What follows belongs to an exercise in optimizing a design on an open flow for small area and a short achievable clock period; a production flow would make more cautious choices.
Function was checked by simulation only, so behaviour that the tests miss may differ from the original.
No activity file was given, so power comes from the tool's default toggle rates.

==> build 84 <==
==> flow/design.v <==
module regfile_mp #(
   parameter int unsigned XLEN     = 32,
   parameter int unsigned NREGS    = 32,
   parameter int unsigned NREAD    = 2,
   parameter int unsigned BYPASS   = 1,
   parameter int unsigned ZERO_REG = 1
) (
   input  logic                           clk,
   input  logic                           rst,
   input  logic                           we,
   input  logic [$clog2(NREGS)-1:0]       wrAddr,
   input  logic [XLEN-1:0]                wrData,
   input  logic [NREAD*$clog2(NREGS)-1:0] rdAddr,
   output logic [NREAD*XLEN-1:0]          rdData,
   output logic [NREAD-1:0]               rdBusy,
   input  logic                           setBusy,
   input  logic [$clog2(NREGS)-1:0]       setAddr,
   output logic [$clog2(NREGS):0]         busyCount
);
   localparam int unsigned AW = $clog2(NREGS);
   localparam int unsigned CW = AW + 1;
   logic [XLEN-1:0]  regs_q [NREGS];
   logic [NREGS-1:0] busy_q;
   logic [CW-1:0]    busy_count_q;
   logic [NREGS-1:0] wsel;
   rf_wdec u_wdec (.a(wrAddr), .en(we), .sel(wsel));
   logic [NREGS-1:0] ssel;
   rf_wdec u_sdec (.a(setAddr), .en(setBusy), .sel(ssel));
   logic [NREGS-1:0] wen, wen_n;
   logic [XLEN-1:0]  wdat;
   assign wen   = wsel | {NREGS{!rst}};
   assign wen_n = ~wen;
   assign wdat  = rst ? wrData : '0;
   assign regs_q[0] = '0;
   for (genvar j = 1; j < NREGS; j++) begin : g_regs
      logic [XLEN-1:0] d;
      for (genvar k = 0; k < XLEN; k++) begin : g_bit
         rf_ao22 u_ld (.a0(regs_q[j][k]), .b0(wen_n[j]), .a1(wdat[k]), .b1(wen[j]), .y(d[k]));
      end
      always_ff @(posedge clk) begin
         regs_q[j] <= d;
      end
   end
   assign busy_q[0] = 1'b0;
   for (genvar j = 1; j < NREGS; j++) begin : g_busy
      always_ff @(posedge clk) begin
         if (!rst)         busy_q[j] <= 1'b0;
         else if (ssel[j]) busy_q[j] <= 1'b1;
         else if (wsel[j]) busy_q[j] <= 1'b0;
      end
   end
   logic inc, dec;
   assign inc = (|ssel) && !(|(ssel & busy_q));
   assign dec = |(wsel & busy_q & ~ssel);
   always_ff @(posedge clk) begin
      if (!rst)             busy_count_q <= '0;
      else if (inc && !dec) busy_count_q <= busy_count_q + CW'(1);
      else if (dec && !inc) busy_count_q <= busy_count_q - CW'(1);
   end
   for (genvar i = 0; i < NREAD; i++) begin : g_rd
      logic [4*NREGS-1:0] hit;    
      logic               blk;    
      logic               bsel;   
      rf_rddec u_dec (.a(rdAddr[i*AW +: AW]), .hit(hit));
      rf_bypsel u_byp (.a(rdAddr[i*AW +: AW]), .we(we), .wa(wrAddr), .blk(blk), .bsel(bsel));
      for (genvar k = 0; k < XLEN; k++) begin : g_bit
         logic [NREGS-1:0] col;
         assign col[0] = 1'b0;
         for (genvar j = 1; j < NREGS; j++) begin : g_col
            assign col[j] = regs_q[j][k];
         end
         rf_rdmux u_mux (.sel(hit[(k / (XLEN/4))*NREGS +: NREGS]), .din(col),
                         .blk(blk), .bsel(bsel), .wd(wrData[k]),
                         .dout(rdData[i*XLEN + k]));
      end
      rf_rdmux u_bmux (.sel(hit[3*NREGS +: NREGS]), .din(busy_q), .blk(blk), .bsel(1'b0),
                       .wd(1'b0), .dout(rdBusy[i]));
   end
   assign busyCount = busy_count_q;
endmodule
module rf_wdec (
   input  logic [4:0]  a,
   input  logic        en,
   output logic [31:0] sel
);
   logic [4:0] an;
   logic [3:0] lo_n;
   logic [7:0] hi_n;
   for (genvar b = 0; b < 5; b++) begin : g_inv
      rf_inv u_i (.a(a[b]), .y(an[b]));
   end
   for (genvar m = 0; m < 4; m++) begin : g_lo
      rf_nand2 u_n (.a({m[1] ? a[1] : an[1], m[0] ? a[0] : an[0]}), .y(lo_n[m]));
   end
   for (genvar m = 0; m < 8; m++) begin : g_hi
      rf_nand4 u_n (.a({en, m[2] ? a[4] : an[4], m[1] ? a[3] : an[3], m[0] ? a[2] : an[2]}),
                    .y(hi_n[m]));
   end
   assign sel[0] = 1'b0;
   for (genvar j = 1; j < 32; j++) begin : g_sel
      rf_nor2 u_n (.a({lo_n[j % 4], hi_n[j / 4]}), .y(sel[j]));
   end
endmodule
module rf_rddec (
   input  logic [4:0]   a,
   output logic [127:0] hit
);
   logic [4:0] an;
   logic [3:0] lo_n;
   logic [7:0] hi_n;
   for (genvar b = 0; b < 5; b++) begin : g_inv
      rf_inv u_i (.a(a[b]), .y(an[b]));
   end
   for (genvar m = 0; m < 4; m++) begin : g_lo
      rf_nand2 u_n (.a({m[1] ? a[1] : an[1], m[0] ? a[0] : an[0]}), .y(lo_n[m]));
   end
   for (genvar m = 0; m < 8; m++) begin : g_hi
      rf_nand3 u_n (.a({m[2] ? a[4] : an[4], m[1] ? a[3] : an[3], m[0] ? a[2] : an[2]}),
                    .y(hi_n[m]));
   end
   for (genvar q = 0; q < 4; q++) begin : g_copy
      assign hit[32*q] = 1'b0;
      for (genvar j = 1; j < 32; j++) begin : g_hit
         rf_nor2 u_n (.a({lo_n[j % 4], hi_n[j / 4]}), .y(hit[32*q + j]));
      end
   end
endmodule
module rf_bypsel (
   input  logic [4:0] a,
   input  logic       we,
   input  logic [4:0] wa,
   output logic       blk,
   output logic       bsel
);
   assign blk  = we && (a == wa);
   assign bsel = blk && (a != '0);
endmodule
module rf_rdmux (
   input  logic [31:0] sel,
   input  logic [31:0] din,
   input  logic        blk,
   input  logic        bsel,
   input  logic        wd,
   output logic        dout
);
   logic [10:0] g;
   for (genvar m = 0; m < 10; m++) begin : g_aoi
      rf_aoi222 u_aoi (.a0(sel[3*m+1]), .b0(din[3*m+1]),
                       .a1(sel[3*m+2]), .b1(din[3*m+2]),
                       .a2(sel[3*m+3]), .b2(din[3*m+3]), .y(g[m]));
   end
   rf_nand2 u_n31 (.a({sel[31], din[31]}), .y(g[10]));
   logic [2:0] h;
   rf_aoi41 u_h0 (.a(g[3:0]), .b(blk), .y(h[0]));
   rf_aoi41 u_h1 (.a(g[7:4]), .b(blk), .y(h[1]));
   rf_aoi31 u_h2 (.a(g[10:8]), .b(blk), .y(h[2]));
   logic x, z;
   rf_nor2  u_x (.a(h[1:0]), .y(x));
   rf_aoi21 u_z (.a0(bsel), .a1(wd), .b(h[2]), .y(z));
   rf_nand2 u_o (.a({x, z}), .y(dout));
endmodule
module rf_aoi222 (
   input  logic a0, b0, a1, b1, a2, b2,
   output logic y
);
   assign y = !((a0 && b0) || (a1 && b1) || (a2 && b2));
endmodule
module rf_ao22 (
   input  logic a0, b0, a1, b1,
   output logic y
);
   assign y = (a0 && b0) || (a1 && b1);
endmodule
module rf_inv (
   input  logic a,
   output logic y
);
   assign y = !a;
endmodule
module rf_nand2 (
   input  logic [1:0] a,
   output logic       y
);
   assign y = !(&a);
endmodule
module rf_nand3 (
   input  logic [2:0] a,
   output logic       y
);
   assign y = !(&a);
endmodule
module rf_nand4 (
   input  logic [3:0] a,
   output logic       y
);
   assign y = !(&a);
endmodule
module rf_nor2 (
   input  logic [1:0] a,
   output logic       y
);
   assign y = !(|a);
endmodule
module rf_aoi41 (
   input  logic [3:0] a,
   input  logic       b,
   output logic       y
);
   assign y = !((&a) || b);
endmodule
module rf_aoi31 (
   input  logic [2:0] a,
   input  logic       b,
   output logic       y
);
   assign y = !((&a) || b);
endmodule
module rf_aoi21 (
   input  logic a0, a1, b,
   output logic y
);
   assign y = !((a0 && a1) || b);
endmodule
module regfile_mp_top (
   input  logic         clk,
   input  logic         rst,
   input  logic         we,
   input  logic [4:0]   wrAddr,
   input  logic [31:0]  wrData,
   input  logic [19:0]  rdAddr,
   output logic [127:0] rdData,
   output logic [3:0]   rdBusy,
   input  logic         setBusy,
   input  logic [4:0]   setAddr,
   output logic [5:0]   busyCount
);
   regfile_mp #(.XLEN(32), .NREGS(32), .NREAD(4), .BYPASS(1), .ZERO_REG(1)) u_rf (
      .clk      (clk),
      .rst      (rst),
      .we       (we),
      .wrAddr   (wrAddr),
      .wrData   (wrData),
      .rdAddr   (rdAddr),
      .rdData   (rdData),
      .rdBusy   (rdBusy),
      .setBusy  (setBusy),
      .setAddr  (setAddr),
      .busyCount(busyCount)
   );
endmodule
==> flow/flow/run.sh <==
#!/bin/bash
# Standard ORFS layout with three changes: ports are buffered with buf_2
# instead of the default delay buffer, CTS inserts no dummy loads and uses
# larger sink clusters (20 sinks, 150 um), and before global placement the
# read-path gates are resized by their role (flow/size_roles.tcl).
set -euo pipefail
export BUFFER_PORTS_ARGS="-buffer_cell sky130_fd_sc_hd__buf_2"
export CTS_ARGS="-sink_clustering_enable -repair_clock_nets -dont_use_dummy_load -sink_clustering_size 20 -sink_clustering_max_diameter 150"
export PRE_GLOBAL_PLACE_TCL="$PWD/flow/size_roles.tcl"
bash standard.sh > standard.log 2>&1
==> flow/flow/size_roles.tcl <==
# Resize read-path gates by their role, before global placement. Upsize the
# drivers of nets whose loads synthesis cannot see: the read-index
# predecoders (long, many loads) and the second-level NOR
# of each read multiplexer (long wire to its output). Downsize the merge
# gates that synthesis upsized but that drive one short local net.
proc rf_upsize_role {pattern size {down 0}} {
  set db [ord::get_db]
  set block [ord::get_db_block]
  set count 0
  foreach net [$block getNets] {
    set name [string map {"\\" ""} [$net getName]]
    if {![regexp $pattern $name]} { continue }
    foreach it [$net getITerms] {
      if {![$it isOutputSignal]} { continue }
      set inst [$it getInst]
      set old [[$inst getMaster] getName]
      if {![regexp {^(.*_)([0-9]+)$} $old -> base drive]} { continue }
      if {$drive == $size || ($drive > $size && !$down)} { continue }
      set m [$db findMaster "${base}${size}"]
      if {$m eq "NULL" || $m eq ""} { continue }
      $inst swapMaster $m
      incr count
    }
  }
  puts "rf_upsize_role $pattern -> $size: $count cells"
}
# Upsize the cells of master type mpat that are loads of nets matching pattern.
proc rf_upsize_loads {pattern mpat size} {
  set db [ord::get_db]
  set block [ord::get_db_block]
  set count 0
  foreach net [$block getNets] {
    set name [string map {"\\" ""} [$net getName]]
    if {![regexp $pattern $name]} { continue }
    foreach it [$net getITerms] {
      if {[$it isOutputSignal]} { continue }
      set inst [$it getInst]
      set old [[$inst getMaster] getName]
      if {![regexp $mpat $old]} { continue }
      if {![regexp {^(.*_)([0-9]+)$} $old -> base drive]} { continue }
      if {$drive >= $size} { continue }
      set m [$db findMaster "${base}${size}"]
      if {$m eq "NULL" || $m eq ""} { continue }
      $inst swapMaster $m
      incr count
    }
  }
  puts "rf_upsize_loads $pattern $mpat -> $size: $count cells"
}

rf_upsize_role {u_dec\.an\[}                    2
rf_upsize_role {u_dec\.g_lo\[[0-9]+\]\.u_n\.y$} 4
rf_upsize_role {u_dec\.g_hi\[[0-9]+\]\.u_n\.y$} 4
rf_upsize_role {u_mux\.u_x\.y$}                 2
rf_upsize_role {u_mux\.h\[[01]\]$}             1 1
rf_upsize_role {u_mux\.u_z\.y$}                 1 1
==> flow/standard.sh <==
#!/bin/bash
# synth_recipe.tcl (not shown) runs the flow's synth.tcl, then flattens the netlist and writes it again
# the make line also repeats each setting of config.mk as NAME=value (left out here)
make -C /OpenROAD-flow-scripts/flow DESIGN_CONFIG=/design/flow/config.mk WORK_HOME=/design/flow/orfs CLKGATE_MAP_FILE= SYNTH_SCRIPT=/design/flow/synth_recipe.tcl "${@:-finish}"
==> flow/config.mk <==
export PLATFORM = sky130hd
export DESIGN_NAME = regfile_mp_top
export DESIGN_NICKNAME = regfile_mp_top
export VERILOG_FILES = /design/flow/design.v
export SDC_FILE = /design/flow/constraint.sdc
export NUM_CORES = 4
export LEC_CHECK = 0
export CAP_MARGIN = 20
export CELL_PAD_IN_SITES_DETAIL_PLACEMENT = 1
export CELL_PAD_IN_SITES_GLOBAL_PLACEMENT = 1
export CORE_MARGIN = 2
export CORE_UTILIZATION = 35
export PLACE_DENSITY = 0.5
export SETUP_SLACK_MARGIN = 2.5
export SLEW_MARGIN = 20
export SYNTH_HIERARCHICAL = 1
==> flow/constraint.sdc <==
create_clock -name core_clock -period 9.0 [get_ports {clk}]
set_input_delay 1.8000 -clock core_clock [delete_from_list [all_inputs] [get_ports {clk}]]
set_output_delay 1.8000 -clock core_clock [all_outputs]
set_load 0.01 [all_outputs]
==> inputs of trial 69, as changes to build 84 <==
--- a/flow/flow/size_roles.tcl
+++ b/flow/flow/size_roles.tcl
@@ -1,6 +1,6 @@
 # Resize read-path gates by their role, before global placement. Upsize the
 # drivers of nets whose loads synthesis cannot see: the read-index
-# predecoders (long, many loads) and the second-level NOR
+# predecoders and select lines (long, many loads) and the second-level NOR
 # of each read multiplexer (long wire to its output). Downsize the merge
 # gates that synthesis upsized but that drive one short local net.
 proc rf_upsize_role {pattern size {down 0}} {
@@ -48,9 +48,10 @@
   puts "rf_upsize_loads $pattern $mpat -> $size: $count cells"
 }
 
-rf_upsize_role {u_dec\.an\[}                    2
+rf_upsize_role {u_dec\.an\[}                    4
 rf_upsize_role {u_dec\.g_lo\[[0-9]+\]\.u_n\.y$} 4
 rf_upsize_role {u_dec\.g_hi\[[0-9]+\]\.u_n\.y$} 4
+rf_upsize_loads {u_dec\.g_lo\[[0-9]+\]\.u_n\.y$} {__nor2_} 2
 rf_upsize_role {u_mux\.u_x\.y$}                 2
 rf_upsize_role {u_mux\.h\[[01]\]$}             1 1
 rf_upsize_role {u_mux\.u_z\.y$}                 1 1
Settings changed: SETUP_SLACK_MARGIN 2.5 to 3.0.
==> run summary <==
| metric | trial 69 | build 84 |
|---|---|---|
| Final core utilization | 41.4% | 38.7% |
| Largest net degree at the start of global routing | 76 | 96 |
| Antenna violations before repair | 16 | 25 |
| Signal buffers | 487 | 349 |
| Reg2reg setup slack | 5450 ps | 5670 ps |
| Combined area of the multi-input logic cells | 35,300 µm² | 33,100 µm² |
| Wire length on met3 | 58.0 mm | 55.8 mm |
| Overall power consumption | 10.7 mW | 10.5 mW |
| Net switching power | 3.84 mW | 3.75 mW |
| 1st-pass router iterations | 17 | 15 |
| Sum of net half-perimeters after detailed placement | 258 mm | 255 mm |
| Transition time at the pin with the least slew margin | 1230 ps | 1300 ps |
| Detailed-routed wire length on met2 | 154 mm | 155 mm |
| Run status | timing/DRC/antenna clean | timing/DRC/antenna clean |
| Share of power burned in registers | 52.0% | 53.0% |
| Post-DR wirelength/cell | 49.4 µm | 49.8 µm |
| # clk buffers | 58 | 57 |

## what the ideal ports hide
How much do the figures lean on ideal ports? The routed layouts below were timed once more, with nothing changed but the port constraints. Step 1 assumes that a clkbuf_16 drives the clock port and a buf_2 every other input. Step 2, shift: input delay + t, output delay - t, t = (earliest + latest rising clock arrival at the registers) / 2. This alone moves slack from input paths to output paths. Three values: ideal, step 1, step 2; two values: the first two.
run | shift t [ns] | setup WS [ns] | worst hold slack (ns)
build 84 | 0.822 | 2.252 / 2.105 / 2.105 | 0.470 / 0.470 / 0.470
trial 69 | 0.828 | 2.818 / 2.699 / 2.699 | 0.476 / 0.476 / 0.476
After both steps every run listed still meets setup and hold. The setup slack of build 84, which loses most, moves by -0.147 ns with the drivers and by -0.147 ns with both steps.
